Context: an optimization exercise on an open-source flow, tuned for small area, a short achievable clock period and few clock cycles per item. The choices shown serve that exercise and are no tape-out recipe. Where RTL was checked, it was by simulation tests only, not by an equivalence proof against the original. For runs 1 and 4, only the layout was checked, not whether the RTL still works. Power figures rest on the tool's default switching activity, not on a simulated workload.

**flow/config.mk**
```make
export PLATFORM = sky130hd
export DESIGN_NAME = sigmoid_pipe
export DESIGN_NICKNAME = sigmoid_pipe
export VERILOG_FILES = /design/flow/design.v
export SDC_FILE = /design/flow/constraint.sdc
export NUM_CORES = 4
export LEC_CHECK = 0
export ABC_AREA = 1
export CAP_MARGIN = 20
export CORE_MARGIN = 2
export CORE_UTILIZATION = 40
export SETUP_SLACK_MARGIN = 3.2
export SLEW_MARGIN = 20
```
**flow/constraint.sdc**
```tcl
create_clock -name core_clock -period 7.0 [get_ports {clk}]
set_input_delay 1.4000 -clock core_clock [delete_from_list [all_inputs] [get_ports {clk}]]
set_output_delay 1.4000 -clock core_clock [all_outputs]
set_load 0.01 [all_outputs]
```
**flow/design.v**
```verilog
package sigmoid_pkg;
  function automatic integer sig_one(input integer f);
    sig_one = 1 << f;
  endfunction
  function automatic integer sig_sat_pos(input integer f);
    sig_sat_pos = 4 << f;
  endfunction
  function automatic integer sig_sat_neg(input integer f);
    sig_sat_neg = -(4 << f);
  endfunction
endpackage
module sigmoid_core (
  input  logic [7:0] t,
  output logic [6:0] q
);
  wire t0 = (t[0] & t[5]) ^ (t[1] & t[4]);
  wire t1 = (t[0] & t[5]) & (t[1] & t[4]);
  wire t2 = (t[0] & t[6]) ^ (t[1] & t[5]);
  wire t3 = (t[0] & t[6]) & (t[1] & t[5]);
  wire t4 = (t[0] & t[7]) ^ (t[1] & t[6]) ^ (t[2] & t[5]);
  wire t5 = ((t[0] & t[7]) & (t[1] & t[6])) | ((t[0] & t[7]) & (t[2] & t[5])) | ((t[1] & t[6]) & (t[2] & t[5]));
  wire t6 = (t[1] & t[7]) ^ (t[2] & t[6]) ^ (t[3] & t[5]);
  wire t7 = ((t[1] & t[7]) & (t[2] & t[6])) | ((t[1] & t[7]) & (t[3] & t[5])) | ((t[2] & t[6]) & (t[3] & t[5]));
  wire t8 = (t[2] & t[7]) ^ (t[3] & t[6]) ^ (t[4] & t[5]);
  wire t9 = ((t[2] & t[7]) & (t[3] & t[6])) | ((t[2] & t[7]) & (t[4] & t[5])) | ((t[3] & t[6]) & (t[4] & t[5]));
  wire t10 = (t[0] & t[3]) ^ (t[1] & t[2]);
  wire t11 = (t[0] & t[3]) & (t[1] & t[2]);
  wire t12 = (t[0] & t[4]) ^ (t[1] & t[3]);
  wire t13 = (t[0] & t[4]) & (t[1] & t[3]);
  wire t14 = t0 ^ (t[2] & t[3]) ^ t[3];
  wire t15 = (t0 & (t[2] & t[3])) | (t0 & t[3]) | ((t[2] & t[3]) & t[3]);
  wire t16 = t1 ^ t2 ^ (t[2] & t[4]);
  wire t17 = (t1 & t2) | (t1 & (t[2] & t[4])) | (t2 & (t[2] & t[4]));
  wire t18 = t3 ^ t4 ^ (t[4] & ~t[3]);
  wire t19 = (t3 & t4) | (t3 & (t[4] & ~t[3])) | (t4 & (t[4] & ~t[3]));
  wire t20 = t5 ^ t6 ^ (t[3] & t[4]);
  wire t21 = (t5 & t6) | (t5 & (t[3] & t[4])) | (t6 & (t[3] & t[4]));
  wire t22 = t7 ^ t8 ^ t[5];
  wire t23 = (t7 & t8) | (t7 & t[5]) | (t8 & t[5]);
  wire t24 = t9 ^ (t[3] & t[7]) ^ (t[4] & t[6]);
  wire t25 = (t9 & (t[3] & t[7])) | (t9 & (t[4] & t[6])) | ((t[3] & t[7]) & (t[4] & t[6]));
  wire t26 = (t[4] & t[7]) ^ (t[5] & t[6]) ^ t[6];
  wire t27 = ((t[4] & t[7]) & (t[5] & t[6])) | ((t[4] & t[7]) & t[6]) | ((t[5] & t[6]) & t[6]);
  wire t28 = (t[0] & t[1]) ^ t[1];
  wire t29 = (t[0] & t[1]) & t[1];
  wire t30 = t10 ^ t[2];
  wire t31 = t10 & t[2];
  wire t32 = t11 ^ t12;
  wire t33 = t11 & t12;
  wire t34 = t13 ^ t14;
  wire t35 = t13 & t14;
  wire t36 = t15 ^ t16;
  wire t37 = t15 & t16;
  wire t38 = t17 ^ t18;
  wire t39 = t17 & t18;
  wire t40 = t19 ^ t20;
  wire t41 = t19 & t20;
  wire t42 = t21 ^ t22;
  wire t43 = t21 & t22;
  wire t44 = t23 ^ t24;
  wire t45 = t23 & t24;
  wire t46 = t25 ^ t26;
  wire t47 = t25 & t26;
  wire t48 = t27 ^ (t[5] & t[7]);
  wire t49 = t27 & (t[5] & t[7]);
  wire t50 = (t[6] & t[7]) ^ t[7];
  wire t51 = (t[6] & t[7]) & t[7];
  wire t52 = (t[0] & t[2]) & t29;
  wire t53 = (t[0] & t[2]) & t28;
  wire t54 = t33 | (t32 & t31);
  wire t55 = t32 & t30;
  wire t56 = t37 | (t36 & t35);
  wire t57 = t36 & t34;
  wire t58 = t41 | (t40 & t39);
  wire t59 = t40 & t38;
  wire t60 = t45 | (t44 & t43);
  wire t61 = t44 & t42;
  wire t62 = t49 | (t48 & t47);
  wire t63 = t48 & t46;
  wire t64 = t35 | (t34 & t54);
  wire t65 = t34 & t55;
  wire t66 = t56 | (t57 & t54);
  wire t67 = t57 & t55;
  wire t68 = t43 | (t42 & t58);
  wire t69 = t42 & t59;
  wire t70 = t60 | (t61 & t58);
  wire t71 = t61 & t59;
  wire t72 = t51 | (t50 & t62);
  wire t73 = t50 & t63;
  wire t74 = t31 | (t30 & t52);
  wire t75 = t54 | (t55 & t52);
  wire t76 = t64 | (t65 & t52);
  wire t77 = t66 | (t67 & t52);
  wire t78 = t47 | (t46 & t70);
  wire t79 = t46 & t71;
  wire t80 = t62 | (t63 & t70);
  wire t81 = t63 & t71;
  wire t82 = t72 | (t73 & t70);
  wire t83 = t73 & t71;
  wire t84 = t39 | (t38 & t77);
  wire t85 = t58 | (t59 & t77);
  wire t86 = t68 | (t69 & t77);
  wire t87 = t70 | (t71 & t77);
  wire t88 = t78 | (t79 & t77);
  wire t89 = t80 | (t81 & t77);
  wire t90 = t82 | (t83 & t77);
  wire t91 = (t[0] & t[2]) ^ t29;
  wire t92 = t30 ^ t52;
  wire t93 = t32 ^ t74;
  wire t94 = t34 ^ t75;
  wire t95 = t36 ^ t76;
  wire t96 = t38 ^ t77;
  wire t97 = t40 ^ t84;
  wire t98 = t42 ^ t85;
  wire t99 = t44 ^ t86;
  wire t100 = t46 ^ t87;
  wire t101 = t48 ^ t88;
  wire t102 = t50 ^ t89;
  assign q = {t90, t102, t101, t100, t99, t98, t97};
endmodule
module sigmoid_lane (
  input  logic        clk,
  input  logic        i_en,
  input  logic        i_mode,    
  input  logic [15:0] i_x,
  input  logic        r_mode,    
  output logic [15:0] o_y,
  output logic        o_sat
);
  logic       w_neg;
  logic       w_sat;
  logic [7:0] w_xs;      
  logic       w_lo;      
  logic [7:0] w_y;
  logic       w_cin;
  logic [7:0] w_pa;      
  logic [7:0] w_t;
  assign w_neg = i_x[15];
  always_comb begin
    if (i_mode) begin
      w_sat = w_neg ? (~&i_x[14:9]  | ~|i_x[8:0]) : |i_x[14:9];
      w_xs  = i_x[8:1];
      w_lo  = i_x[0];
    end else begin
      w_sat = w_neg ? (~&i_x[14:10] | ~|i_x[9:0]) : |i_x[14:10];
      w_xs  = i_x[9:2];
      w_lo  = |i_x[1:0];
    end
    w_y     = w_xs ^ {8{~w_neg}};
    w_cin   = ~w_neg | w_lo;
    w_pa[0] = 1'b1;
    w_pa[1] = w_y[0];
    w_pa[2] = &w_y[1:0];
    w_pa[3] = w_pa[2] & w_y[2];
    w_pa[4] = w_pa[2] & (&w_y[3:2]);
    w_pa[5] = w_pa[4] & w_y[4];
    w_pa[6] = w_pa[4] & (&w_y[5:4]);
    w_pa[7] = w_pa[4] & (&w_y[6:4]);
    w_t = w_y ^ (w_pa & {8{w_cin}});
    if (w_sat) w_t = {4'd0, w_t[3:1], 1'b1};
  end
  logic [7:0] r1_t;
  logic       r1_neg;
  logic       r1_sat;
  always_ff @(posedge clk) begin
    if (i_en) begin
      r1_t   <= w_t;
      r1_neg <= w_neg;
      r1_sat <= w_sat;
    end
  end
  logic [6:0] w_q;
  sigmoid_core u_core (
    .t (r1_t),
    .q (w_q)
  );
  logic [6:0] r2_q;
  logic       r2_t8;
  logic       r2_neg;
  logic       r2_sat;
  always_ff @(posedge clk) begin
    if (i_en) begin
      r2_q   <= w_q;
      r2_t8  <= ~|r1_t;
      r2_neg <= r1_neg;
      r2_sat <= r1_sat;
    end
  end
  logic [7:0] w_p;
  logic [8:0] w_sig;
  logic       w_pos;
  assign w_pos = ~r2_neg;
  always_comb begin
    w_p[0] = 1'b0;
    w_p[1] = r2_q[0];
    w_p[2] = |r2_q[1:0];
    w_p[3] = |r2_q[2:0];
    w_p[4] = |r2_q[3:0];
    w_p[5] = w_p[4] | r2_q[4];
    w_p[6] = w_p[4] | (|r2_q[5:4]);
    w_p[7] = w_p[4] | (|r2_q[6:4]);
    for (int i = 0; i < 7; i++) w_sig[i] = r2_q[i] ^ (w_pos & w_p[i]);
    w_sig[7] = r2_t8 | (w_pos & w_p[7]);
    w_sig[8] = w_pos & ~r2_t8 & ~w_p[7];
  end
  always_comb begin
    if (r_mode) o_y = {{7{~w_sig[8] & ~w_sig[7]}}, ~w_sig[7], w_sig[6:0], 1'b0};   
    else        o_y = {7'd0, w_sig};
  end
  assign o_sat = r2_sat;
endmodule
module sigmoid_pipe #(
  parameter int W     = 16,
  parameter int F     = W / 2,
  parameter int LANES = 4
) (
  input  logic               clk,
  input  logic               rst,
  input  logic               in_valid,
  output logic               in_ready,
  input  logic [LANES*W-1:0] in_data,
  input  logic               in_mode,
  output logic               out_valid,
  input  logic               out_ready,
  output logic [LANES*W-1:0] out_data,
  output logic [LANES-1:0]   out_sat
);
  logic       w_en;
  logic [1:0] r_vld;
  logic [1:0] r_mode;
  logic       w_mode;
  assign w_mode = in_mode;
  assign w_en      = !r_vld[1] || out_ready;
  assign in_ready  = w_en;
  assign out_valid = r_vld[1];
  always_ff @(posedge clk) begin
    if (rst)       r_vld <= '0;
    else if (w_en) r_vld <= {r_vld[0], in_valid};
  end
  always_ff @(posedge clk) begin
    if (w_en) r_mode <= {r_mode[0], w_mode};
  end
  for (genvar g = 0; g < LANES; g++) begin : g_lane
    sigmoid_lane u_lane (
      .clk    (clk),
      .i_en   (w_en),
      .i_mode (w_mode),
      .i_x    (in_data[g*W +: W]),
      .r_mode (r_mode[1]),
      .o_y    (out_data[g*W +: W]),
      .o_sat  (out_sat[g])
    );
  end
endmodule
```
**flow/flow/run.sh**
```bash
#!/bin/bash
# Layout flow: the standard ORFS flow (standard.sh) with three changes:
#  - synthesis leaves the adders to ABC (no ADDER_MAP_FILE, so no fa/ha cells) and maps the
#    logic with flow/abc_map.script (a 60 s &deepsyn restructuring, then ABC's area mapper)
#    in place of ORFS's ABC script;
#    everything else in the synthesis, registers included, is the standard flow's own synth_recipe.tcl;
#  - port buffers use the platform's plain buf_1 cell instead of the one buffer_ports picks;
#  - clock tree: small clock buffers and no dummy loads.
# Each step's full output goes to a log file of its own here; ORFS keeps its per-step logs
# under orfs/logs/.
set -euo pipefail
W=$PWD
export BUFFER_PORTS_ARGS="-buffer_cell sky130_fd_sc_hd__buf_1"
export CTS_ARGS="-sink_clustering_enable -repair_clock_nets -dont_use_dummy_load -buf_list {sky130_fd_sc_hd__clkbuf_4 sky130_fd_sc_hd__clkbuf_8} -root_buf sky130_fd_sc_hd__clkbuf_8"

# synth_recipe.tcl with every "abc -script X ..." call given flow/abc_map.script as X
cat > "$W/synth_abc.tcl" <<TCL
proc abc {args} {
  set i [lsearch -exact \$args -script]
  if {\$i >= 0} { set args [lreplace \$args [expr {\$i + 1}] [expr {\$i + 1}] {$W/flow/abc_map.script}] }
  yosys abc {*}\$args
}
source {$W/synth_recipe.tcl}
TCL
sed "s#SYNTH_SCRIPT=[^ ]*#SYNTH_SCRIPT=$W/synth_abc.tcl ADDER_MAP_FILE=#" standard.sh > my_standard.sh
grep -q "SYNTH_SCRIPT=$W/synth_abc.tcl ADDER_MAP_FILE=" my_standard.sh

bash my_standard.sh synth > synth.log 2>&1
bash my_standard.sh > layout.log 2>&1
```
**flow/flow/abc_map.script**
```
strash
&get -n
&deepsyn -T 60
&put
dch -f
amap
topo
stime -c
buffer -c
upsize -c
dnsize -c
```
**flow/standard.sh**
```bash
#!/bin/bash
# synth_recipe.tcl (not shown) runs the flow's synth.tcl, then flattens the netlist and writes it again
# the make line also repeats each setting of config.mk as NAME=value (left out here)
make -C /OpenROAD-flow-scripts/flow DESIGN_CONFIG=/design/flow/config.mk WORK_HOME=/design/flow/orfs CLKGATE_MAP_FILE= SYNTH_SCRIPT=/design/flow/synth_recipe.tcl "${@:-finish}"
```
==> impl_metrics.tcl, run 1 <==
set metrics [dict create \
    num_antenna_cells 0 \
    critPathBufInv 2 \
    power.share.switching_pct 36.2 \
    start_kind "register" \
    end_kind "output pin" \
    grt_setup_unrepaired "no" \
    grt_max_degree 82 \
    cts_max_path_buffers 2 \
    io_buffer_count 138 \
    cts_root_buf "clkbuf_8" \
    finalClockSkew_ps 22.1 \
    cpPeakStageDelay_ps 440 \
    path_delay_family "compound AO/OA/AOI/OAI gates" \
    multi_input_area_um2 4010 \
    tightestPinTransition_ps 982 \
    final_cell_area_um2 7900 \
    synth-seq-cells 84 \
    initial_core_util_pct 40.8 \
    worst_path_max_delay_cell "edfxtp_1" \
    nNetsFinal 1158 \
    synth_nets 1044 \
    postCtsHoldBufs 0 \
    std_cell_rows 48 \
    yosysUniqueCellTypes 55 \
    period_needed_ps 3610 \
    clkSlewWorstSetupHoldPaths_ps 70 \
    grt_pass1_wl_um 24600 \
    syn_avg_cell_area_um2 7.22 \
    hold_class "register to register" \
    vias 6684 \
    finalPower_mw 1.47 \
    routed_via_density 5.09 \
    ir_worst_vdd_mv 0.0751 \
    grt_usage_pct 16.0 \
    relSlewSlack_pct 34.5 \
    synth_edf_count 82 \
    ys_warn_count 2 \
    leakage_nw 2.95 \
    ys.flop_type "edfxtp_1" \
    path_cells "o31ai_4 -> o21ai_1 -> inv_1 -> o21ai_0 -> nor2_1 -> nor2_1 -> nor2_1 -> nor2_1 -> nor2_1 -> o21a_1 -> buf_1" \
    routed_wl_um 14800 \
    internal_power_uw 938 \
    htreeDepth 3 \
    gp_congestion 0.830 \
    setup_viol 0 \
    worst-setup-path-type "register to output pin" \
    place_area_um2 7580 \
    place_hpwl_um 11600 \
    power.density_nw_per_um2 186 \
    p_sw_uw 532 \
    syn_inst 975 \
    grt_pass1_vias 5410 \
    cts.sinks 84 \
    cts_made_buffers 9 \
    setup_tns_ps 0 \
    drt_iter0_markers 310 \
    slew_viol_final 0 \
    cp.arrival_ps 2210 \
    die_width_um 137 \
    syn2layout_area_growth_pct 12.3 \
    p_seq_share_pct 45.6 \
    clock_latency_ps 350 \
    die_area_um2 18700 \
    worstPathMaxFanout 3 \
    clkPwrFrac_pct 17.4 \
    synth_area_um2 7040 \
    crit_top_cell "nor2_1" \
    antenna_found_initial 0 \
    outcome "finished clean" \
    pin_count 139 \
    register_area_um2 2500 \
    cts_tree "built" \
    final_antenna_net_count 0 \
    synthArstFlopShare_pct 0 \
    fillers 1767 \
    drive_gt1_share_pct 9.38 \
    hold_viol 0 \
    wl_per_cell_um 11.3 \
    ys_seq_area_share_pct 35.6 \
    grt-ovfl-total 0 \
    pwr-share-comb_pct 37.0 \
    drv_cap 0 \
    drc_errors 0 \
    core-area_um2 17200 \
    crit_required_ps 5600 \
    finalCritPeriodShare_pct 51.6 \
    first_pass_iters 7 \
    die_h_um 137 \
    finalHoldWorstSlack_ps 424 \
    fmax_mhz 277 \
]
[cell families after synthesis]
family | after synthesis | synth area share, %
simple gates | 425 | 26.5
compound gates | 332 | 29.2
buf+inv | 134 | 8.71
flops | 84 | 35.6
[cells in the mapped netlist, drive strengths merged, types with 3 or more instances]
master / number / area (µm²)
nor3: 14 / 70.1
and3: 10 / 62.6
a21oi: 107 / 558
inv: 83 / 312
a31oi: 4 / 25.0
o22ai: 38 / 244
nand2: 107 / 407
edfxtp: 82 / 2460
and2: 13 / 86.3
o22a: 16 / 140
a211oi: 6 / 45.0
nor4: 6 / 37.5
clkbuf: 17 / 63.8
nor2b: 6 / 42.5
o21a: 20 / 150
nand4: 4 / 25.0
o32ai: 4 / 35.0
and4: 3 / 26.3
or4: 7 / 52.6
or2: 6 / 37.5
buf: 32 / 230
o21ai: 100 / 531
o31ai: 9 / 67.6
a222oi: 3 / 30.0
a21o: 5 / 37.5
nor2: 237 / 955
a22oi: 3 / 22.5
nand3: 9 / 45.0
a2111oi: 6 / 52.6
[routing by layer]
layer / part of all wire (%) / vias up / GRT usage (%)
li1: - / 3692 / -
met5: 0 / - / 0
met4: 1.2 / 0 / 4.69
met3: 6.4 / 14 / 1.48
met2: 36 / 220 / 21.5
met1: 56 / 2758 / 26.5
[power by group through the flow]
stage	Combinational, mW	Sequential [mW]	Clock [mW]
2_1_floorplan	0.406	0.656	0
3_3_place_gp	0.512	0.671	0
3_5_place_dp	0.516	0.671	0
4_1_cts	0.519	0.660	0.268
5_1_grt	0.622	0.678	0.285
6_report	0.544	0.670	0.256
[worst paths after layout]
check                                               from  slack, ps  cells past startpoint                        to
worst min-delay path             g_lane[1].u_lane.r1_sat        420                      0   g_lane[1].u_lane.r2_sat
worst max register to register  g_lane[1].u_lane.r1_t[5]       3920                     19  g_lane[1].u_lane.r2_q[5]
worst max-delay path            g_lane[2].u_lane.r2_q[1]       3390                     11              out_data[40]
worst min register to register   g_lane[1].u_lane.r1_sat        420                      0   g_lane[1].u_lane.r2_sat
[repair_timing]
item,in CTS,in global routing
endpoints found under the hold margin,0,0
endpoints found under the setup margin,4,48
buffers inserted,0,8
gates cloned,1,1
resized for setup,2,25
pin swaps,0,2
[flip-flops by register name (all words and copies together), names as in the netlist]
| register | flops |
|---|---|
| r_vld | 2 |
| g_lane.u_lane.r2_t8 | 4 |
| g_lane.u_lane.r2_q | 28 |
| g_lane.u_lane.r1_t | 32 |
| g_lane.u_lane.r2_sat | 4 |
| g_lane.u_lane.r1_neg | 4 |
| g_lane.u_lane.r1_sat | 4 |
| r_mode | 2 |
| g_lane.u_lane.r2_neg | 4 |
[metrics by stage]
stage / worst slack (ps) / utilization (%) / instances
after floorplan: 3070 / - / 975
after global placement: 2770 / 44.0 / 1293
after detailed placement: 2720 / 44.0 / 1293
after CTS: 3220 / 44.8 / 1303
after global routing: 3200 / 45.8 / 1312
final: 3390 / 45.8 / 1312
[cell type report]
type | instances | area share [%]
multi-input combinational | 757 | 50.8
sequential | 84 | 31.7
timing repair buffer | 151 | 8.22
inverter | 85 | 4.13
tap | 225 | 3.56
clock buffer | 9 | 1.57
timing repair inverter | 1 | 0.0634
[cells in the final DEF, fill, tap and decap left out, drive strengths merged, types with 5 or more instances in the layout]
| cell | instances |
|---|---|
| a2111oi | 6 |
| a211oi | 6 |
| a21o | 5 |
| a21oi | 107 |
| and2 | 13 |
| and3 | 10 |
| buf | 147 |
| clkbuf | 13 |
| edfxtp | 82 |
| inv | 81 |
| nand2 | 107 |
| nand3 | 9 |
| nor2 | 237 |
| nor2b | 6 |
| nor3 | 14 |
| nor4 | 6 |
| o21a | 20 |
| o21ai | 100 |
| o22a | 16 |
| o22ai | 38 |
| o31ai | 9 |
| or2 | 6 |
| or4 | 7 |
==> inputs of run 2 (changes only) <==
--- a/flow/design.v
+++ b/flow/design.v
@@ -159,3 +159,3 @@
     w_t = w_y ^ (w_pa & {8{w_cin}});
-    if (w_sat) w_t = {4'd0, w_t[3:1], 1'b1};
+    if (w_sat) w_t = 8'd1;
   end
--- a/flow/flow/run.sh
+++ b/flow/flow/run.sh
@@ -13,3 +13,3 @@
 export BUFFER_PORTS_ARGS="-buffer_cell sky130_fd_sc_hd__buf_1"
-export CTS_ARGS="-sink_clustering_enable -repair_clock_nets -dont_use_dummy_load -buf_list {sky130_fd_sc_hd__clkbuf_4 sky130_fd_sc_hd__clkbuf_8} -root_buf sky130_fd_sc_hd__clkbuf_8"
+export CTS_ARGS="-repair_clock_nets -dont_use_dummy_load -buf_list {sky130_fd_sc_hd__clkbuf_8 sky130_fd_sc_hd__clkbuf_16} -root_buf sky130_fd_sc_hd__clkbuf_16 -sink_clustering_enable -sink_clustering_size 50 -sink_clustering_max_diameter 150"
 
==> run 2 against run 1 <==
  * Global-route usage up 1.9 points
  * Sequential share of layout area down 0.45 points
  * Setup slack better by 19 ps
  * Die area up 0.29%
  * Worst hold slack worse by 7.9 ps
  * Fmax up 0.52%
  * Clock power up 56%
  * Non-clock buffer count up 1
  * Synthesized cell count up 2.6%
==> impl_metrics.tcl, run 2 <==
set metrics [dict create \
    setup_viol 0 \
    grt_pass1_vias 5647 \
    antenna_found_initial 0 \
    hold_class "register to register" \
    synth_area_um2 7060 \
    finalCritPeriodShare_pct 51.3 \
    die_width_um 137 \
    die_h_um 137 \
    top_regs "g_lane.u_lane.r1_t (32), g_lane.u_lane.r2_q (28)" \
    synth_edf_count 82 \
    fin_util_pct 46.3 \
    pin_count 139 \
    die_area_um2 18700 \
    ys.flop_type "edfxtp_1" \
    std_cell_rows 48 \
    grt_setup_unrepaired "no" \
    setup_tns_ps 0 \
    relSlewSlack_pct 29.1 \
    clock_latency_ps 340 \
    grt_pass1_wl_um 26600 \
    crit_required_ps 5600 \
    drt_iter0_markers 492 \
    postCtsHoldBufs 0 \
    syn2layout_area_growth_pct 13.6 \
    pre_cts_ws_ps 2320 \
    yosysUniqueCellTypes 53 \
    syn_avg_cell_area_um2 7.06 \
    top_register "g_lane.u_lane.r1_t" \
    grt_max_degree 84 \
    slew_viol_final 0 \
    synthArstFlopShare_pct 0 \
    outcome "finished clean" \
    yosysMostFrequentCell "nor2_1" \
    cts_made_buffers 9 \
    leakage_nw 3.01 \
    routed_via_density 5.22 \
    grt-ovfl-total 0 \
    cts_max_path_buffers 2 \
    worst-setup-path-type "register to output pin" \
    path_cells "inv_1 -> o31ai_4 -> o21ai_1 -> inv_1 -> o21ai_0 -> nor2_1 -> nor2_1 -> nor2_1 -> a21oi_1 -> nand2_1 -> o21ai_0 -> buf_1" \
    cts_tree "built" \
    worst_path_max_delay_cell "edfxtp_1" \
    routed_wl_um 17000 \
    period_needed_ps 3590 \
    synth_nets 1069 \
    final_cell_area_um2 8020 \
    synth-seq-cells 84 \
    cts.sinks 84 \
    synth_top_area_share_pct 34.9 \
    worstPathMaxFanout 6 \
    drc_errors 0 \
    crit_top_cell "nor2_1" \
    cp.arrival_ps 2190 \
    place_hpwl_um 13000 \
    drv_cap 0 \
    fmax_mhz 278 \
    wl_per_cell_um 12.7 \
    end_kind "output pin" \
    cpPeakStageDelay_ps 480 \
    syn_inst 1000 \
    hold_viol 0 \
    nNetsFinal 1184 \
    tightestPinTransition_ps 1060 \
    ir_worst_vdd_mv 0.106 \
    drive_gt1_share_pct 7.28 \
    grt_usage_pct 17.9 \
    largest_reg_flops 32 \
    clkSlewWorstSetupHoldPaths_ps 50 \
    critPathBufInv 3 \
    setup_ws_ps 3410 \
    ys_warn_count 2 \
    final_common_cell "nor2_1" \
    final_antenna_net_count 0 \
    core-area_um2 17300 \
    rrSetupSlack_ps 3750 \
    htreeDepth 3 \
    start_kind "register" \
    ys_seq_area_share_pct 35.5 \
    dp_cells 1318 \
    synth.top_cells.by_area "edfxtp_1 (35%), nor2_1 (12%), a21oi_1 (7.4%)" \
    io_buffer_count 138 \
    final_cells 1339 \
    synth_commonest_cells "nor2_1 (226), nand2_1 (116), a21oi_1 (104)" \
    synth_top_area_cell "edfxtp_1" \
    finalClockSkew_ps 16.3 \
    power.density_nw_per_um2 172 \
    vias 6987 \
    first_pass_iters 5 \
    place_area_um2 7600 \
    layout_common_cells "nor2_1 (224), buf_1 (136), nand2_1 (116)" \
    gp_congestion 0.863 \
    initial_core_util_pct 40.8 \
    cts_root_buf "clkbuf_16" \
    path_delay_family "compound AO/OA/AOI/OAI gates" \
]
[run 2: cell count changes after synthesis, moves of 4 or more]
cell      previous run  this run
nor3_1              14        26
nand2_1            105       116
inv_1               67        77
o22ai_1             37        27
a211oi_1             6        11
nor2_1             221       226
nor2_2              11         6
nor2_4               5         1
o21a_1              20        24
[run 2: worst paths after layout]
path,startpoint,endpoint,cells after the start
setup reg to reg,g_lane[2].u_lane.r1_t[5],g_lane[2].u_lane.r2_q[5],22
setup / recovery,g_lane[2].u_lane.r2_neg,out_data[39],12
hold / removal,g_lane[2].u_lane.r1_neg,g_lane[2].u_lane.r2_neg,0
hold reg to reg,g_lane[2].u_lane.r1_neg,g_lane[2].u_lane.r2_neg,0
[run 2: cell families (layout without fill, tap and decap cells)]
logic type / count (synthesis) / after routing / synth area share [%]
and+or+nand+nor: 437 / 437 / 26.3
AOI/OAI and AO/OA: 337 / 337 / 29.2
buffers and inverters: 142 / 255 / 9.08
DFF: 84 / 84 / 35.5
other: 0 / 1 / 0
[run 2: cell type report]
class,instances,area (µm²)
Antenna cell,1,2.50
Multi-Input combinational cell,774,4000
Sequential cell,84,2500
Clock buffer,9,225
Fill cell,1771,9280
Timing Repair Buffer,152,647
Inverter,94,359
Tap cell,225,282
[run 2: per-stage QoR]
stage | hold WS [ps] | total power [mW]
after floorplan | 400 | 0.878
after global placement | 402 | 0.962
after detailed placement | 405 | 0.965
after CTS | 418 | 1.37
after global routing | 432 | 1.47
final | 416 | 1.38
[run 2: metal layers]
layer	global-route usage [%]	part of all wire [%]	up-vias
li1	-	-	3760
met5	0	0	-
met3	3.30	6.8	12
met1	25.8	49	3055
met4	4.87	0.92	0
met2	27.5	43	160
[run 2: power by group]
group	switching (mW)	internal [mW]	leakage [nW]
Clock	0.173	0.226	0.111
Combinational	0.232	0.137	1.97
Sequential	0.0271	0.584	0.927
Total	0.432	0.947	3.01
[run 2: worst reg2reg max path: stages, from the launching register on]
cell,delay (ps)
edfxtp_1,510
inv_2,180
nor2_4,50
nor2_2,110
a21oi_2,60
and2b_1,170
a31oi_1,170
o21ai_2,90
o31ai_1,80
or2_1,160
nand2_1,70
nor2_1,120
a21o_1,130
nor2_2,50
nor2_1,170
nor2_2,80
a21oi_2,170
o21ai_2,80
nand2_1,120
nand2_2,70
nand2_2,70
clkinv_1,80
o22a_1,200
[run 2: what timing repair did]
item / CTS / global route
pin swaps: 0 / 4
hold endpoints to repair: 0 / 0
endpoints found under the setup margin: 36 / 18
setup buffers: 0 / 11
gates resized for setup: 3 / 23
Testbench counts of run 2, summed over its fixed seeds: cycles 8,016, items 8,000.
==> inputs of run 3 (changes only) <==
--- a/flow/design.v
+++ b/flow/design.v
@@ -133,4 +133,3 @@
   logic       w_lo;      
-  logic [7:0] w_y;
-  logic       w_cin;
+  logic [7:0] w_po;      
   logic [7:0] w_pa;      
@@ -148,13 +147,10 @@
     end
-    w_y     = w_xs ^ {8{~w_neg}};
-    w_cin   = ~w_neg | w_lo;
+    w_po[0] = 1'b0;
     w_pa[0] = 1'b1;
-    w_pa[1] = w_y[0];
-    w_pa[2] = &w_y[1:0];
-    w_pa[3] = w_pa[2] & w_y[2];
-    w_pa[4] = w_pa[2] & (&w_y[3:2]);
-    w_pa[5] = w_pa[4] & w_y[4];
-    w_pa[6] = w_pa[4] & (&w_y[5:4]);
-    w_pa[7] = w_pa[4] & (&w_y[6:4]);
-    w_t = w_y ^ (w_pa & {8{w_cin}});
+    for (int i = 1; i < 8; i++) begin
+      w_po[i] = w_po[i-1] | w_xs[i-1];
+      w_pa[i] = w_pa[i-1] & w_xs[i-1];
+    end
+    for (int i = 0; i < 8; i++)
+      w_t[i] = w_xs[i] ^ (w_neg ? (w_lo & w_pa[i]) : w_po[i]);
     if (w_sat) w_t = 8'd1;
--- a/flow/flow/run.sh
+++ b/flow/flow/run.sh
@@ -3,4 +3,3 @@
 #  - synthesis leaves the adders to ABC (no ADDER_MAP_FILE, so no fa/ha cells) and maps the
-#    logic with flow/abc_map.script (a 60 s &deepsyn restructuring, then ABC's area mapper)
-#    in place of ORFS's ABC script;
+#    logic with ABC's area mapper (flow/abc_map.script) in place of ORFS's ABC script;
 #    everything else in the synthesis, registers included, is the standard flow's own synth_recipe.tcl;
@@ -13,3 +12,3 @@
 export BUFFER_PORTS_ARGS="-buffer_cell sky130_fd_sc_hd__buf_1"
-export CTS_ARGS="-repair_clock_nets -dont_use_dummy_load -buf_list {sky130_fd_sc_hd__clkbuf_8 sky130_fd_sc_hd__clkbuf_16} -root_buf sky130_fd_sc_hd__clkbuf_16 -sink_clustering_enable -sink_clustering_size 50 -sink_clustering_max_diameter 150"
+export CTS_ARGS="-sink_clustering_enable -repair_clock_nets -dont_use_dummy_load -sink_clustering_size 30 -sink_clustering_max_diameter 60 -buf_list {sky130_fd_sc_hd__clkbuf_4} -root_buf sky130_fd_sc_hd__clkbuf_8"
 
==> run 3 against run 2 <==
  * Sequential cell count did not move
  * Sequential share of layout area rose by 0.65 points
  * Highest routed layer unchanged
  * First-iteration DRC count fell by 20%
  * Cell count fell by 1.7%
  * Wire length fell by 10%
  * Global-route usage fell by 1.4 points
  * Register-to-register slack got worse by 20 ps
  * Die area fell by 0.72%
  * Synthesized cell count fell by 2.6%
  * Still clean on timing, DRC and antenna
  * Non-clock buffer count did not move
  * Worst hold slack improved by 9.7 ps
==> impl_metrics.tcl, run 3 <==
set metrics [dict create \
    synth_commonest_cells "nor2_1 (209), inv_1 (92), nand2_1 (90)" \
    final_cell_area_um2 7850 \
    largest_reg_flops 32 \
    clkSlewWorstSetupHoldPaths_ps 70 \
    finalClockSkew_ps 23.8 \
    synth_top_area_share_pct 35.1 \
    synth_compound_area_share_pct 30.2 \
    yosysMostFrequentCell "nor2_1" \
    tightestPinTransition_ps 971 \
    yosys.area_share.adder_pct 0 \
    grt_usage_pct 16.4 \
    end_kind "output pin" \
    synth_top_area_cell "edfxtp_1" \
    cts_made_buffers 9 \
    outcome "finished clean" \
    postCtsHoldBufs 0 \
    synth.top_cells.by_area "edfxtp_1 (35%), nor2_1 (11%), a21oi_1 (5.9%)" \
    ys_warn_count 2 \
    syn_inst 974 \
    finalCritPeriodShare_pct 52.3 \
    cp.arrival_ps 2260 \
    cts_root_buf "clkbuf_8" \
    cpPeakStageDelay_ps 600 \
    relSlewSlack_pct 35.3 \
    yosysUniqueCellTypes 49 \
    synth-seq-cells 84 \
    drv_cap 0 \
    start_kind "register" \
    ir_worst_vdd_mv 0.0779 \
    clock_latency_ps 360 \
    vias 6767 \
    grt-ovfl-total 0 \
    ys_seq_area_share_pct 35.7 \
    worstPathMaxFanout 53 \
    drive_gt1_share_pct 7.33 \
    grt_setup_unrepaired "yes" \
    place_hpwl_um 11900 \
    path_cells "buf_4 -> inv_1 -> nor3_1 -> buf_1" \
    wl_per_cell_um 11.6 \
    power.density_nw_per_um2 160 \
    syn_avg_cell_area_um2 7.19 \
    synthArstFlopShare_pct 0 \
    setup_viol 0 \
    hold_viol 0 \
    top_regs "g_lane.u_lane.r1_t (32), g_lane.u_lane.r2_q (28)" \
    routed_via_density 5.14 \
    antenna_found_initial 0 \
    io_buffer_count 138 \
    synthXorXnorAreaFrac_pct 0 \
    nNetsFinal 1162 \
    synth_top_family_by_area "compound AO/OA/AOI/OAI gates" \
    pin_count 139 \
    syn2layout_area_growth_pct 12.1 \
    htreeDepth 3 \
    cts.sinks 84 \
    core-area_um2 17200 \
    grt_max_degree 83 \
    synth_mux_area_share_pct 0 \
    top_register "g_lane.u_lane.r1_t" \
    crit_required_ps 5600 \
    place_area_um2 7550 \
    routed_wl_um 15200 \
    grt_pass1_wl_um 25300 \
    slew_viol_final 0 \
    synthSimpleGateAreaFrac_pct 23.7 \
    setup_tns_ps 0 \
    cts_tree "built" \
    drt_iter0_markers 392 \
    synth_edf_count 82 \
    synth_area_um2 7010 \
    final_common_cell "nor2_1" \
    leakage_nw 2.88 \
    period_needed_ps 3660 \
    first_pass_iters 4 \
    synth_nets 1043 \
    die_area_um2 18600 \
    cts_max_path_buffers 2 \
    initial_core_util_pct 40.6 \
    worst-setup-path-type "register to output pin" \
    hold_class "register to register" \
    grt_pass1_vias 5430 \
    std_cell_rows 48 \
    fmax_mhz 273 \
    die_h_um 136 \
    layout_common_cells "nor2_1 (209), buf_1 (137), inv_1 (91)" \
    worst_path_max_delay_cell "nor3_1" \
    num_antenna_cells 0 \
    die_width_um 136 \
    final_antenna_net_count 0 \
    ys.flop_type "edfxtp_1" \
    drc_errors 0 \
    gp_congestion 0.834 \
]
## run 3: cell types whose count changed after synthesis, sizes merged, moves of 5 or more
| cell | previous run | this run |
|---|---|---|
| o21a | 25 | 20 |
| nand4 | 5 | 12 |
| a21oi | 109 | 85 |
| nand2 | 118 | 93 |
| inv | 91 | 114 |
| a211oi | 11 | 17 |
| nor2b | 5 | 16 |
| o22ai | 27 | 49 |
| clkbuf | 17 | 10 |
| and3 | 10 | 0 |
| nor2 | 233 | 213 |
| and2 | 10 | 4 |
## run 3: path summary, 6_finish.rpt
| kind | start | to | slack, ps | cells past startpoint |
|---|---|---|---|---|
| setup / recovery | r_mode[1] | out_data[15] | 3340 | 4 |
| hold / removal | g_lane[0].u_lane.r1_sat | g_lane[0].u_lane.r2_sat | 430 | 0 |
| setup reg to reg | g_lane[0].u_lane.r1_t[5] | g_lane[0].u_lane.r2_q[5] | 3730 | 21 |
| hold reg to reg | g_lane[0].u_lane.r1_sat | g_lane[0].u_lane.r2_sat | 430 | 0 |
## run 3: per-stage QoR
stage | worst slack [ps] | power, mW | utilization (%) | hold WS, ps | std cells
5_1_grt | 3020 | 1.34 | 45.6 | 433 | 1316
6_report | 3340 | 1.25 | 45.6 | 426 | 1316
4_1_cts | 3240 | 1.24 | 44.6 | 428 | 1304
3_5_place_dp | 2260 | 0.983 | 43.8 | 408 | 1295
2_1_floorplan | 3070 | 0.897 | - | 400 | 974
3_3_place_gp | 2310 | 0.980 | 43.8 | 407 | 1295
## run 3: final cells by class
class                      count  area, µm²
clock buffer                   9        124
fill                        1801       9380
inverter                     116        454
multi-input combinational    730       3860
sequential                    84       2500
tap                          225        282
timing repair buffer         152        634
## run 3: cell families (layout without fill, tap and decap cells)
family          after synthesis  after routing
compound gates              342            342
buf+inv                     160            277
flops                        84             84
simple gates                388            388
## run 3: layer usage
layer	GRT usage, %	vias up	part of all wire, %
li1	-	3711	-
met1	27.1	2850	56
met2	21.7	192	37
met3	1.45	14	5.0
met4	5.79	0	1.8
met5	0	-	0
## run 3: worst max-delay path: cells and delay by family, from the launching register on
kind                   cells  cell delay, ps
buffers and inverters      3             960
AND/OR/NAND/NOR            1             600
flip-flops                 1             330
## run 3: what timing repair did
| action | CTS | global route |
|---|---|---|
| endpoints found under the setup margin | 15 | 49 |
| pin swaps | 0 | 1 |
| resized for setup | 3 | 17 |
| setup buffers | 0 | 12 |
## run 3: power by group
part / total, mW / switching, mW / internal [mW]
clock: 0.255 / 0.141 / 0.115
sequential: 0.615 / 0.0292 / 0.586
combinational: 0.382 / 0.237 / 0.145
total: 1.25 / 0.407 / 0.845
Testbench counts of run 3, summed over its fixed seeds: cycles 8,016, items 8,000.
==> inputs of run 4 (changes only) <==
--- a/flow/design.v
+++ b/flow/design.v
@@ -125,2 +125,3 @@
   input  logic [15:0] i_x,
+  input  logic        r1_mode,   
   input  logic        r_mode,    
@@ -172,4 +173,5 @@
   );
-  logic [6:0] r2_q;
-  logic       r2_t8;
+  logic [8:0] w_sc;
+  assign w_sc = r1_mode ? {~|r1_t, w_q, 1'b0} : {1'b0, ~|r1_t, w_q};
+  logic [8:0] r2_sc;
   logic       r2_neg;
@@ -178,4 +180,3 @@
     if (i_en) begin
-      r2_q   <= w_q;
-      r2_t8  <= ~|r1_t;
+      r2_sc  <= w_sc;
       r2_neg <= r1_neg;
@@ -184,4 +185,3 @@
   end
-  logic [7:0] w_p;
-  logic [8:0] w_sig;
+  logic [9:0] w_p;
   logic       w_pos;
@@ -190,16 +190,14 @@
     w_p[0] = 1'b0;
-    w_p[1] = r2_q[0];
-    w_p[2] = |r2_q[1:0];
-    w_p[3] = |r2_q[2:0];
-    w_p[4] = |r2_q[3:0];
-    w_p[5] = w_p[4] | r2_q[4];
-    w_p[6] = w_p[4] | (|r2_q[5:4]);
-    w_p[7] = w_p[4] | (|r2_q[6:4]);
-    for (int i = 0; i < 7; i++) w_sig[i] = r2_q[i] ^ (w_pos & w_p[i]);
-    w_sig[7] = r2_t8 | (w_pos & w_p[7]);
-    w_sig[8] = w_pos & ~r2_t8 & ~w_p[7];
-  end
-  always_comb begin
-    if (r_mode) o_y = {{7{~w_sig[8] & ~w_sig[7]}}, ~w_sig[7], w_sig[6:0], 1'b0};   
-    else        o_y = {7'd0, w_sig};
+    w_p[1] = r2_sc[0];
+    w_p[2] = |r2_sc[1:0];
+    w_p[3] = |r2_sc[2:0];
+    w_p[4] = |r2_sc[3:0];
+    w_p[5] = w_p[4] | r2_sc[4];
+    w_p[6] = w_p[4] | (|r2_sc[5:4]);
+    w_p[7] = w_p[4] | (|r2_sc[6:4]);
+    w_p[8] = w_p[4] | (|r2_sc[7:4]);
+    w_p[9] = w_p[8] | r2_sc[8];
+    for (int i = 0; i < 8; i++) o_y[i] = r2_sc[i] ^ (w_pos & w_p[i]);
+    o_y[8]    = w_pos ? ~w_p[9] : (r_mode ^ r2_sc[8]);
+    o_y[15:9] = {7{r2_neg & r_mode & ~r2_sc[8]}};
   end
@@ -244,2 +242,3 @@
       .i_x    (in_data[g*W +: W]),
+      .r1_mode(r_mode[0]),
       .r_mode (r_mode[1]),
--- a/flow/flow/run.sh
+++ b/flow/flow/run.sh
@@ -12,3 +12,3 @@
 export BUFFER_PORTS_ARGS="-buffer_cell sky130_fd_sc_hd__buf_1"
-export CTS_ARGS="-sink_clustering_enable -repair_clock_nets -dont_use_dummy_load -sink_clustering_size 30 -sink_clustering_max_diameter 60 -buf_list {sky130_fd_sc_hd__clkbuf_4} -root_buf sky130_fd_sc_hd__clkbuf_8"
+export CTS_ARGS="-sink_clustering_enable -repair_clock_nets -dont_use_dummy_load -buf_list {sky130_fd_sc_hd__clkbuf_4 sky130_fd_sc_hd__clkbuf_8} -root_buf sky130_fd_sc_hd__clkbuf_8"
 
==> run 4 against run 3 <==
  * Still clean
  * Register-to-register slack got worse by 110 ps
  * Total power up 16%
  * Sequential share of layout area decreased by 0.57 points
  * Critical path depth rose by 14
  * Sequential cell count up 4
  * Worst hold slack worse by 3.1 ps
  * Critical path type is now input pin to register
  * Largest power group unchanged
==> impl_metrics.tcl, run 4 <==
set metrics [dict create \
    cts_tree "built" \
    leakage_nw 2.98 \
    fillers 1780 \
    routed_via_density 5.14 \
    worstPathMaxFanout 7 \
    cp.arrival_ps 3760 \
    synth.top_cells.by_area "edfxtp_1 (35%), nor2_1 (8.9%), o22ai_1 (6.0%)" \
    io_buffer_count 138 \
    end_kind "register" \
    gr-max-usage-layer "met1" \
    cts.sinks 88 \
    clock_latency_ps 350 \
    cpPeakStageDelay_ps 210 \
    grtUsageMet2_pct 22.5 \
    synth_edf_count 86 \
    cts_made_buffers 9 \
    vias 6893 \
    clkSlewWorstSetupHoldPaths_ps 80 \
    cts_root_buf "clkbuf_8" \
    ir_worst_vdd_mv 0.0822 \
    multi_input_area_um2 4240 \
    final_common_cell "nor2_1" \
    initial_core_util_pct 41.0 \
    synth-seq-cells 88 \
    power.share.switching_pct 35.1 \
    hold_class "register to register" \
    p_sw_uw 511 \
    grt_max_degree 52 \
    start_kind "input pin" \
    largest_reg_flops 36 \
    synth_nets 1064 \
    layout_common_cells "nor2_1 (167), buf_1 (136), nand2_1 (99)" \
    period_needed_ps 3690 \
    syn2layout_area_growth_pct 13.3 \
    routed_wl_um 15900 \
    internal_power_uw 943 \
    crit_required_ps 7070 \
    ys_seq_area_share_pct 35.5 \
    relSlewSlack_pct 39.0 \
    finalCritPeriodShare_pct 52.7 \
    fin_util_pct 46.5 \
    grt-ovfl-total 0 \
    tightestPinTransition_ps 915 \
    drc_errors 0 \
    fmax_mhz 271 \
    grt_util_met3_pct 2.22 \
    drive_gt1_share_pct 14.0 \
    cts_max_path_buffers 2 \
    yosysMostFrequentCell "nor2_1" \
    pin_count 139 \
    die_h_um 140 \
    first_pass_iters 5 \
    place_hpwl_um 12300 \
    nNetsFinal 1182 \
    syn_inst 995 \
    gp_congestion 0.784 \
    synth_top_area_share_pct 34.9 \
    drt_iter0_markers 282 \
    gr-usage-met1_pct 24.5 \
    power.density_nw_per_um2 173 \
    top_register "g_lane.u_lane.r2_sc" \
    worst_path_max_delay_cell "o22ai_1" \
    slew_viol_final 0 \
    grt_setup_unrepaired "yes" \
    die_area_um2 19600 \
    num_antenna_cells 0 \
    synthArstFlopShare_pct 0 \
    die_width_um 140 \
    grt_usage_pct 15.7 \
    outcome "finished clean" \
    hold_viol 0 \
    finalClockSkew_ps 24.3 \
    top_regs "g_lane.u_lane.r2_sc (36), g_lane.u_lane.r1_t (32)" \
    register_area_um2 2620 \
    drv_cap 0 \
    std_cell_rows 49 \
    setup_viol 0 \
    htreeDepth 3 \
    syn_avg_cell_area_um2 7.43 \
    worst-setup-path-type "input pin to register" \
    setup_tns_ps 0 \
    whs_path_depth 0 \
    finalPower_mw 1.45 \
    synth_top_area_cell "edfxtp_1" \
    pwr-share-comb_pct 35.1 \
    yosysUniqueCellTypes 51 \
    grt_pass1_wl_um 26300 \
    synth_area_um2 7400 \
    clkPwrFrac_pct 17.9 \
    reg2reg_depth 17 \
    antenna_found_initial 0 \
    core-area_um2 18000 \
    final_antenna_net_count 0 \
    synth_commonest_cells "nor2_1 (175), nand2_1 (99), edfxtp_1 (86)" \
    ys_warn_count 2 \
    finalHoldWorstSlack_ps 423 \
    p_seq_share_pct 47.0 \
    grt_pass1_vias 5782 \
    path_cells "clkbuf_16 -> buf_4 -> o22ai_1 -> inv_1 -> o22ai_2 -> nor2_1 -> o21ai_1 -> and2_4 -> o32ai_1 -> nor2_1 -> o21ai_1 -> nor2_1 -> o21ai_1 -> nor2_1 -> o21ai_1 -> nand2_1 -> o21ai_0 -> nor2b_1" \
    wl_per_cell_um 11.8 \
    ys.flop_type "edfxtp_1" \
]
[run 4: cell types whose count changed after synthesis, sizes merged, moves of 9 or more]
cell | previous run | this run
a31oi | 6 | 17
a22oi | 5 | 15
nor2 | 213 | 202
nor3b | 2 | 12
a211oi | 17 | 6
inv | 114 | 101
and2 | 4 | 15
o31ai | 9 | 0
o22a | 20 | 0
o22ai | 49 | 74
nand2 | 93 | 104
or3 | 0 | 10
[run 4: routing by layer]
| layer | wire length (µm) | share of wire, % |
|---|---|---|
| met1 | 8600 | 54 |
| met2 | 6280 | 40 |
| met3 | 880 | 5.5 |
| met4 | 109 | 0.69 |
| met5 | 0 | 0 |
[run 4: kinds of logic (layout without fill, tap and decap cells)]
group           count (synthesis)  count (layout)  share of synthesized area [%]
compound gates                342             342                           29.4
flops                          88              88                           35.5
buf+inv                       154             270                           9.47
simple gates                  411             411                           25.7
[run 4: timing repair]
action | 4_1_cts | 5_1_grt
endpoints found under the setup margin | 12 | 6
gates resized for setup | 7 | 36
gates cloned | 1 | 1
hold buffers | 0 | 0
setup buffers | 0 | 13
pin swaps | 0 | 26
[run 4: worst max-delay path: cells and delay by family]
family                 cells  cell delay, ps
AO/OA/AOI/OAI              8            1010
buffers and inverters      3             440
AND/OR/NAND/NOR            7             900
[run 4: final timing paths]
check	start	endpoint	slack (ps)
worst max-delay path	in_mode	g_lane[0].u_lane.r1_t[7]	3310
worst min register to register	g_lane[1].u_lane.r1_sat	g_lane[1].u_lane.r2_sat	420
worst min-delay path	g_lane[1].u_lane.r1_sat	g_lane[1].u_lane.r2_sat	420
worst max register to register	g_lane[3].u_lane.r1_t[6]	g_lane[3].u_lane.r2_sc[5]	3620
[run 4: power groups by stage]
stage	logic [mW]	registers [mW]	clock network, mW
5_1_grt	0.583	0.691	0.288
4_1_cts	0.487	0.684	0.273
6_report	0.511	0.682	0.260
3_5_place_dp	0.482	0.696	0
2_1_floorplan	0.390	0.678	0
3_3_place_gp	0.477	0.695	0
[run 4: area by class of cell]
class,instances,share of cell area (%)
Clock buffer,9,1.48
Inverter,105,4.94
Multi-Input combinational cell,753,50.6
Sequential cell,88,31.3
Tap cell,229,3.42
Timing Repair Buffer,156,8.23
[run 4: metrics by stage]
stage	worst slack [ps]	cells	instance area [µm²]
2_1_floorplan	3030	995	7470
3_3_place_gp	2200	1315	7980
3_5_place_dp	2080	1315	7980
4_1_cts	3240	1325	8150
5_1_grt	3080	1340	8380
6_report	3310	1340	8380
==> inputs of run 5 (changes only) <==
--- a/flow/design.v
+++ b/flow/design.v
@@ -134,3 +134,4 @@
   logic       w_lo;      
-  logic [7:0] w_po;      
+  logic [7:0] w_y;
+  logic       w_cin;
   logic [7:0] w_pa;      
@@ -148,10 +149,13 @@
     end
-    w_po[0] = 1'b0;
+    w_y     = w_xs ^ {8{~w_neg}};
+    w_cin   = ~w_neg | w_lo;
     w_pa[0] = 1'b1;
-    for (int i = 1; i < 8; i++) begin
-      w_po[i] = w_po[i-1] | w_xs[i-1];
-      w_pa[i] = w_pa[i-1] & w_xs[i-1];
-    end
-    for (int i = 0; i < 8; i++)
-      w_t[i] = w_xs[i] ^ (w_neg ? (w_lo & w_pa[i]) : w_po[i]);
+    w_pa[1] = w_y[0];
+    w_pa[2] = &w_y[1:0];
+    w_pa[3] = w_pa[2] & w_y[2];
+    w_pa[4] = w_pa[2] & (&w_y[3:2]);
+    w_pa[5] = w_pa[4] & w_y[4];
+    w_pa[6] = w_pa[4] & (&w_y[5:4]);
+    w_pa[7] = w_pa[4] & (&w_y[6:4]);
+    w_t = w_y ^ (w_pa & {8{w_cin}});
     if (w_sat) w_t = 8'd1;
--- a/flow/flow/run.sh
+++ b/flow/flow/run.sh
@@ -3,3 +3,4 @@
 #  - synthesis leaves the adders to ABC (no ADDER_MAP_FILE, so no fa/ha cells) and maps the
-#    logic with ABC's area mapper (flow/abc_map.script) in place of ORFS's ABC script;
+#    logic with flow/abc_map.script (a 60 s &deepsyn restructuring, then ABC's area mapper)
+#    in place of ORFS's ABC script;
 #    everything else in the synthesis, registers included, is the standard flow's own synth_recipe.tcl;
--- a/flow/config.mk
+++ b/flow/config.mk
@@ -11,3 +11,3 @@
 export CORE_UTILIZATION = 40
-export SETUP_SLACK_MARGIN = 3.2
+export SETUP_SLACK_MARGIN = 3.45
 export SLEW_MARGIN = 20
==> run 5 against run 4 <==
  * Register-to-register slack improved by 80 ps
  * Fmax increased by 7.5%
  * Wire length increased by 3.9%
  * Via count increased by 2.3%
  * Global-route usage increased by 0.097 points
  * Clock skew decreased by 8.9 ps
  * Highest routed layer unchanged
==> impl_metrics.tcl, run 5 <==
set metrics [dict create \
    regToRegEndpoint "g_lane[3].u_lane.r2_sc[5]" \
    synth_compound_area_share_pct 29.0 \
    final_antenna_net_count 0 \
    die_width_um 138 \
    synth_nets 1053 \
    top_register "g_lane.u_lane.r2_sc" \
    synth_top_family_by_area "compound AO/OA/AOI/OAI gates" \
    grt_pass1_vias 5617 \
    io_buffer_count 138 \
    crit_required_ps 5600 \
    clkSlewWorstSetupHoldPaths_ps 80 \
    synth_top_area_cell "edfxtp_1" \
    internal_power_uw 877 \
    synth_top_area_share_pct 35.8 \
    fin_util_pct 48.0 \
    final_common_cell "nor2_1" \
    end_kind "output pin" \
    critPathBufInv 1 \
    antenna_found_initial 0 \
    yosysMostFrequentCell "nor2_1" \
    syn_inst 984 \
    cts_max_path_buffers 2 \
    power.density_nw_per_um2 151 \
    finalClockSkew_ps 15.5 \
    vias 7050 \
    gp_congestion 0.858 \
    drc_errors 0 \
    path_cells "nor3_2 -> nand2b_1 -> or3_1 -> nor2_2 -> nor2_1 -> a21oi_1 -> clkbuf_2" \
    hold_class "register to register" \
    yosys.area_share.adder_pct 0 \
    synth_edf_count 86 \
    worstSetupEndpoint "out_data[7]" \
    syn2layout_area_growth_pct 18.7 \
    synthXorXnorAreaFrac_pct 0 \
    cts_tree "built" \
    layout_common_cells "nor2_1 (193), buf_1 (132), a21oi_1 (93)" \
    routed_via_density 5.17 \
    reg2reg_from "g_lane[3].u_lane.r1_t[6]" \
    largest_reg_flops 36 \
    setup_ws_ps 3570 \
    routed_wl_um 16500 \
    grt-ovfl-total 0 \
    initial_core_util_pct 40.4 \
    place_hpwl_um 12000 \
    worst_path_max_delay_cell "edfxtp_1" \
    pin_count 139 \
    htreeDepth 3 \
    worstPathMaxFanout 4 \
    start_kind "register" \
    slew_viol_final 0 \
    synth_area_um2 7210 \
    worst-setup-path-type "register to output pin" \
    finalCritPeriodShare_pct 49.0 \
    rrSetupSlack_ps 3700 \
    clock_latency_ps 360 \
    fmax_mhz 292 \
    grt_pass1_wl_um 25900 \
    setup_tns_ps 0 \
    clkPwrFrac_pct 20.4 \
    first_pass_iters 5 \
    grt_max_degree 47 \
    final_cell_area_um2 8570 \
    pwr-share-comb_pct 29.4 \
    synthSimpleGateAreaFrac_pct 25.4 \
    synth-seq-cells 88 \
    cts_root_buf "clkbuf_8" \
    place_area_um2 7700 \
    pre_cts_ws_ps 2610 \
    syn_avg_cell_area_um2 7.33 \
    synth_mux_area_share_pct 0 \
    drv_cap 0 \
    cp.arrival_ps 2030 \
    drt_iter0_markers 313 \
    relSlewSlack_pct 42.3 \
    cts.sinks 88 \
    synth_commonest_cells "nor2_1 (206), a21oi_1 (100), nand2_1 (87)" \
    cpPeakStageDelay_ps 430 \
    period_needed_ps 3430 \
    p_sw_uw 413 \
    std_cell_rows 49 \
    p_seq_share_pct 50.1 \
    num_antenna_cells 0 \
    yosysUniqueCellTypes 55 \
    postCtsHoldBufs 0 \
    setup_viol 0 \
    wl_per_cell_um 12.1 \
    reg2reg_depth 21 \
    path_delay_family "simple AND/OR/NAND/NOR gates" \
    cp-startpoint "g_lane[0].u_lane.r2_sc[0]" \
    synth.top_cells.by_area "edfxtp_1 (36%), nor2_1 (11%), a21oi_1 (6.9%)" \
    hold_viol 0 \
    nNetsFinal 1205 \
    ys_seq_area_share_pct 36.4 \
    cts_made_buffers 9 \
    top_regs "g_lane.u_lane.r2_sc (36), g_lane.u_lane.r1_t (32)" \
    tightestPinTransition_ps 861 \
    leakage_nw 3.17 \
    synthArstFlopShare_pct 0 \
    grt_usage_pct 15.8 \
    die_h_um 138 \
    ir_worst_vdd_mv 0.0788 \
    die_area_um2 19100 \
    worst-path-stages 7 \
    ys_warn_count 2 \
    ys.flop_type "edfxtp_1" \
    grt_setup_unrepaired "yes" \
    power.share.switching_pct 32.0 \
    core-area_um2 17800 \
    drive_gt1_share_pct 16.2 \
    outcome "finished clean" \
]
[run 5: changes by cell type after synthesis, moves of 7 or more]
cell | previous run | this run
a21oi_1 | 67 | 100
a21oi_2 | 17 | 8
and3_1 | 0 | 7
inv_2 | 19 | 6
nand2_1 | 99 | 87
nor2_1 | 175 | 206
nor2_2 | 23 | 15
nor2b_1 | 10 | 1
nor3b_1 | 12 | 0
o21ai_1 | 21 | 9
o22ai_1 | 71 | 58
[run 5: cell type report]
type                    instances  area (µm²)
well taps                     229         287
inverters                      88         348
repair buffers                190         953
clock buffers                   9         124
flip-flops and latches         88        2620
multi-input cells             754        4200
fillers                      1791        9280
repair inverters                5        30.0
[run 5: through the flow]
| step | hold slack, ps | cells | power [mW] |
|---|---|---|---|
| finish | 423 | 1363 | 1.29 |
| global route | 430 | 1363 | 1.38 |
| CTS | 424 | 1313 | 1.26 |
| detailed placement | 407 | 1299 | 0.988 |
| global placement | 405 | 1299 | 0.985 |
| floorplan | 400 | 984 | 0.908 |
[run 5: how the worst min path moves through the flow]
stage	start	slack (ps)	cells after the start	end
CTS	g_lane[3].u_lane.r1_sat	420	0	g_lane[3].u_lane.r2_sat
finish	g_lane[2].u_lane.r1_sat	420	0	g_lane[2].u_lane.r2_sat
global route	g_lane[1].u_lane.r1_sat	430	0	g_lane[1].u_lane.r2_sat
detailed placement	g_lane[1].u_lane.r1_sat	410	0	g_lane[1].u_lane.r2_sat
floorplan	g_lane[0].u_lane.r1_neg	400	0	g_lane[0].u_lane.r2_neg
global placement	g_lane[1].u_lane.r1_sat	400	0	g_lane[1].u_lane.r2_sat
[run 5: cell families (layout without fill, tap and decap cells)]
group	count (synthesis)	after routing
compound gates	343	343
buf+inv	142	292
flops	88	88
simple gates	411	411
[run 5: power by group through the flow]
stage	Combinational, mW	Clock (mW)	Sequential [mW]
after floorplan	0.262	0	0.646
after global placement	0.326	0	0.659
after detailed placement	0.329	0	0.660
after CTS	0.334	0.274	0.649
after global routing	0.430	0.294	0.651
final	0.380	0.263	0.646
[run 5: what timing repair did]
action | 4_1_cts | 5_1_grt
resized for setup | 8 | 95
buffers inserted | 1 | 47
gates cloned | 4 | 2
pin swaps | 0 | 20
endpoints found under the setup margin | 34 | 48
[run 5: routing by layer]
metal	part of all wire, %	vias to the layer above	routed length [µm]	GRT usage [%]
met4	0.86	0	141	3.71
met5	0	-	0	0
met2	41	186	6810	22.2
met1	53	3025	8740	25.2
li1	-	3830	-	-
met3	4.9	9	801	2.29
Testbench counts of run 5, summed over its fixed seeds: cycles 8,016, items 8,000.
==> inputs of run 6 (changes only) <==
--- a/flow/config.mk
+++ b/flow/config.mk
@@ -11,3 +11,3 @@
 export CORE_UTILIZATION = 40
-export SETUP_SLACK_MARGIN = 3.45
+export SETUP_SLACK_MARGIN = 2.9
 export SLEW_MARGIN = 20
==> run 6 against run 5 <==
  * Global-route usage decreased by 0.24 points
  * Sequential share of layout area increased by 2.7 points
  * Combinational power decreased by 12%
  * Synthesized cell count unchanged
  * Final area decreased by 8.1%
  * Largest power group unchanged
==> impl_metrics.tcl, run 6 <==
set metrics [dict create \
    leakage_nw 2.86 \
    tightestPinTransition_ps 817 \
    grt_pass1_vias 5600 \
    worstSetupEndpoint "in_ready" \
    regToRegEndpoint "g_lane[2].u_lane.r2_sc[6]" \
    end_kind "output pin" \
    synthArstFlopShare_pct 0 \
    std_cell_rows 49 \
    ir_worst_vdd_mv 0.0761 \
    drt_iter0_markers 319 \
    internal_power_uw 848 \
    worst-path-stages 5 \
    yosysMostFrequentCell "nor2_1" \
    slew_viol_final 0 \
    finalClockSkew_ps 20.2 \
    grt_pass1_wl_um 25700 \
    routed_wl_um 15000 \
    setup_viol 0 \
    pin_count 139 \
    synth_top_area_cell "edfxtp_1" \
    antenna_found_initial 0 \
    syn_inst 984 \
    clock_latency_ps 350 \
    routed_via_density 5.16 \
    nNetsFinal 1154 \
    synth.top_cells.by_area "edfxtp_1 (36%), nor2_1 (11%), a21oi_1 (6.9%)" \
    rrSetupSlack_ps 3520 \
    period_needed_ps 3710 \
    cpPeakStageDelay_ps 470 \
    outcome "finished clean" \
    synth_commonest_cells "nor2_1 (206), a21oi_1 (100), nand2_1 (87)" \
    cts_root_buf "clkbuf_8" \
    core-area_um2 17800 \
    clkSlewWorstSetupHoldPaths_ps 70 \
    cts_tree "built" \
    final_cell_area_um2 7870 \
    power.share.switching_pct 31.4 \
    grt-ovfl-total 0 \
    htreeDepth 3 \
    fillers 1801 \
    synth_area_um2 7210 \
    grt_usage_pct 15.5 \
    io_buffer_count 138 \
    relSlewSlack_pct 45.3 \
    finalCritPeriodShare_pct 53.1 \
    gp_congestion 0.866 \
    hold_viol 0 \
    initial_core_util_pct 40.4 \
    path_delay_family "buffers and inverters" \
    num_antenna_cells 0 \
    cp.arrival_ps 2310 \
    place_hpwl_um 11900 \
    grt_setup_unrepaired "no" \
    cts_max_path_buffers 2 \
    power.density_nw_per_um2 157 \
    cp-startpoint "out_ready" \
    drive_gt1_share_pct 6.00 \
    reg2reg_depth 24 \
    yosysUniqueCellTypes 55 \
    synth_edf_count 86 \
    clkPwrFrac_pct 20.9 \
    reg2reg_from "g_lane[2].u_lane.r1_t[6]" \
    worstPathMaxFanout 47 \
    cts.sinks 88 \
    syn_avg_cell_area_um2 7.33 \
    top_regs "g_lane.u_lane.r2_sc (36), g_lane.u_lane.r1_t (32)" \
    path_cells "buf_1 -> nor2b_2 -> clkinvlp_4 -> buf_4 -> buf_1" \
    synth_top_area_share_pct 35.8 \
    first_pass_iters 4 \
    p_sw_uw 389 \
    layout_common_cells "nor2_1 (206), buf_1 (138), a21oi_1 (100)" \
    hold_class "register to register" \
    ys_seq_area_share_pct 36.4 \
    final_common_cell "nor2_1" \
    p_seq_share_pct 52.2 \
    final_cells 1312 \
    crit_required_ps 5600 \
    final_antenna_net_count 0 \
    synth-seq-cells 88 \
    fmax_mhz 269 \
    ys.flop_type "edfxtp_1" \
    grt_max_degree 48 \
    top_register "g_lane.u_lane.r2_sc" \
    pwr-share-comb_pct 26.9 \
    worst_path_max_delay_cell "buf_4" \
    drv_cap 0 \
    die_area_um2 19100 \
    drc_errors 0 \
    start_kind "input pin" \
    setup_tns_ps 0 \
    pre_cts_ws_ps 2580 \
    crit_top_cell "buf_1" \
    worst-setup-path-type "input pin to output pin" \
    critPathBufInv 4 \
    syn2layout_area_growth_pct 9.09 \
    die_width_um 138 \
    setup_ws_ps 3290 \
    largest_reg_flops 36 \
    synth_nets 1053 \
    wl_per_cell_um 11.4 \
    place_area_um2 7700 \
    cts_made_buffers 9 \
    vias 6775 \
    ys_warn_count 2 \
    dp_cells 1300 \
    die_h_um 138 \
]
run 6: cell counts after synthesis:
No cell type changed its count.
run 6: metrics by stage:
stage	util [%]	total power [mW]	hold slack, ps
global placement	43.2	0.985	405
detailed placement	43.2	0.988	405
global route	44.1	1.33	439
finish	44.1	1.24	421
floorplan	-	0.908	400
CTS	43.9	1.25	423
run 6: cells by family after synthesis:
group | synth area share, %
AO/OA/AOI/OAI | 29.0
buffers and inverters | 9.33
flip-flops | 36.4
AND/OR/NAND/NOR | 25.4
run 6: worst reg2reg max path, cell delays in order, from the launching register on:
cell	delay [ps]
edfxtp_1	480
inv_2	180
nor2_2	70
inv_1	150
nor2_4	50
nor2b_2	130
nand2_1	80
o21a_2	140
nand2_2	70
o21ai_2	70
nand2_1	70
o21ai_1	80
nor2_1	160
a21o_1	120
nor2_1	60
nor2_1	170
nor2_2	70
a21oi_2	140
nor2_2	60
a21oi_2	150
nor2_2	60
a21oi_2	130
nand2_1	80
o32ai_1	330
o22ai_1	120
run 6: area by class of cell:
type                       count  area [µm²]  share of cell area, %
multi-input combinational    754        3920                   49.8
clock buffer                   9         124                   1.57
timing repair buffer         144         578                   7.34
tap                          229         287                   3.64
inverter                      88         338                   4.29
sequential                    88        2620                   33.3
run 6: metal layers:
| metal | track usage [%] | up-vias | wire length [µm] |
|---|---|---|---|
| met4 | 3.81 | 0 | 137 |
| met2 | 21.5 | 187 | 5690 |
| li1 | - | 3747 | - |
| met5 | 0 | - | 0 |
| met1 | 25.2 | 2831 | 8420 |
| met3 | 2.11 | 10 | 714 |
run 6: repair_timing:
action / in CTS / in global routing
hold buffers: 0 / 0
endpoints found under the setup margin: 0 / 3
setup buffers: 0 / 1
gates resized for setup: 0 / 1
run 6: power groups by stage:
stage,registers (mW),clock network [mW],logic (mW)
finish,0.645,0.259,0.333
global route,0.651,0.293,0.383
CTS,0.647,0.273,0.330
detailed placement,0.659,0,0.329
global placement,0.658,0,0.326
floorplan,0.646,0,0.262
run 6: how the worst min path moves through the flow:
| stage | startpoint | to | slack (ps) | cells after the start |
|---|---|---|---|---|
| 2_1_floorplan | g_lane[0].u_lane.r1_neg | g_lane[0].u_lane.r2_neg | 400 | 0 |
| 3_3_place_gp | g_lane[1].u_lane.r1_neg | g_lane[1].u_lane.r2_neg | 400 | 0 |
| 3_5_place_dp | g_lane[1].u_lane.r1_neg | g_lane[1].u_lane.r2_neg | 400 | 0 |
| 4_1_cts | g_lane[1].u_lane.r1_neg | g_lane[1].u_lane.r2_neg | 420 | 0 |
| 5_1_grt | g_lane[1].u_lane.r1_sat | g_lane[1].u_lane.r2_sat | 440 | 0 |
| 6_report | g_lane[1].u_lane.r1_neg | g_lane[1].u_lane.r2_neg | 420 | 0 |

[static timing again, ports no longer ideal]
No port has a modelled driver above. Below, the same layouts with a new extraction and two added sets of constraints.
Step 1, drivers: a clkbuf_16 drives clk and a buf_2 each remaining input, both assumed.
Step 2 times the ports against the registers' clock, not the clock port: input delays grow and output delays shrink by t, the midpoint of the rising clock arrivals with the driver on.
a / b / c = no drivers / after step 1 / after step 2; a / b = the first two.
run | t (ns) | slack for setup (ns) | worst register clock-pin slew, ns | worst data-port slew with drivers (ns)
run 1 | 0.369 | 3.389 / 3.354 / 3.139 | 0.08 / 0.08 | 0.04
run 2 | 0.374 | 3.407 / 3.365 / 3.113 | 0.07 / 0.07 | 0.08
run 3 | 0.379 | 3.340 / 3.306 / 3.098 | 0.08 / 0.08 | 0.05
run 4 | 0.377 | 3.314 / 3.264 / 2.887 | 0.08 / 0.08 | 0.10
run 5 | 0.384 | 3.573 / 3.538 / 3.234 | 0.08 / 0.08 | 0.03
run 6 | 0.370 | 3.285 / 3.262 / 2.998 | 0.08 / 0.08 | 0.04
After both steps every run listed still meets setup and hold. The setup slack of run 4, which loses most, moves by -0.050 ns with the drivers and by -0.427 ns with both steps.
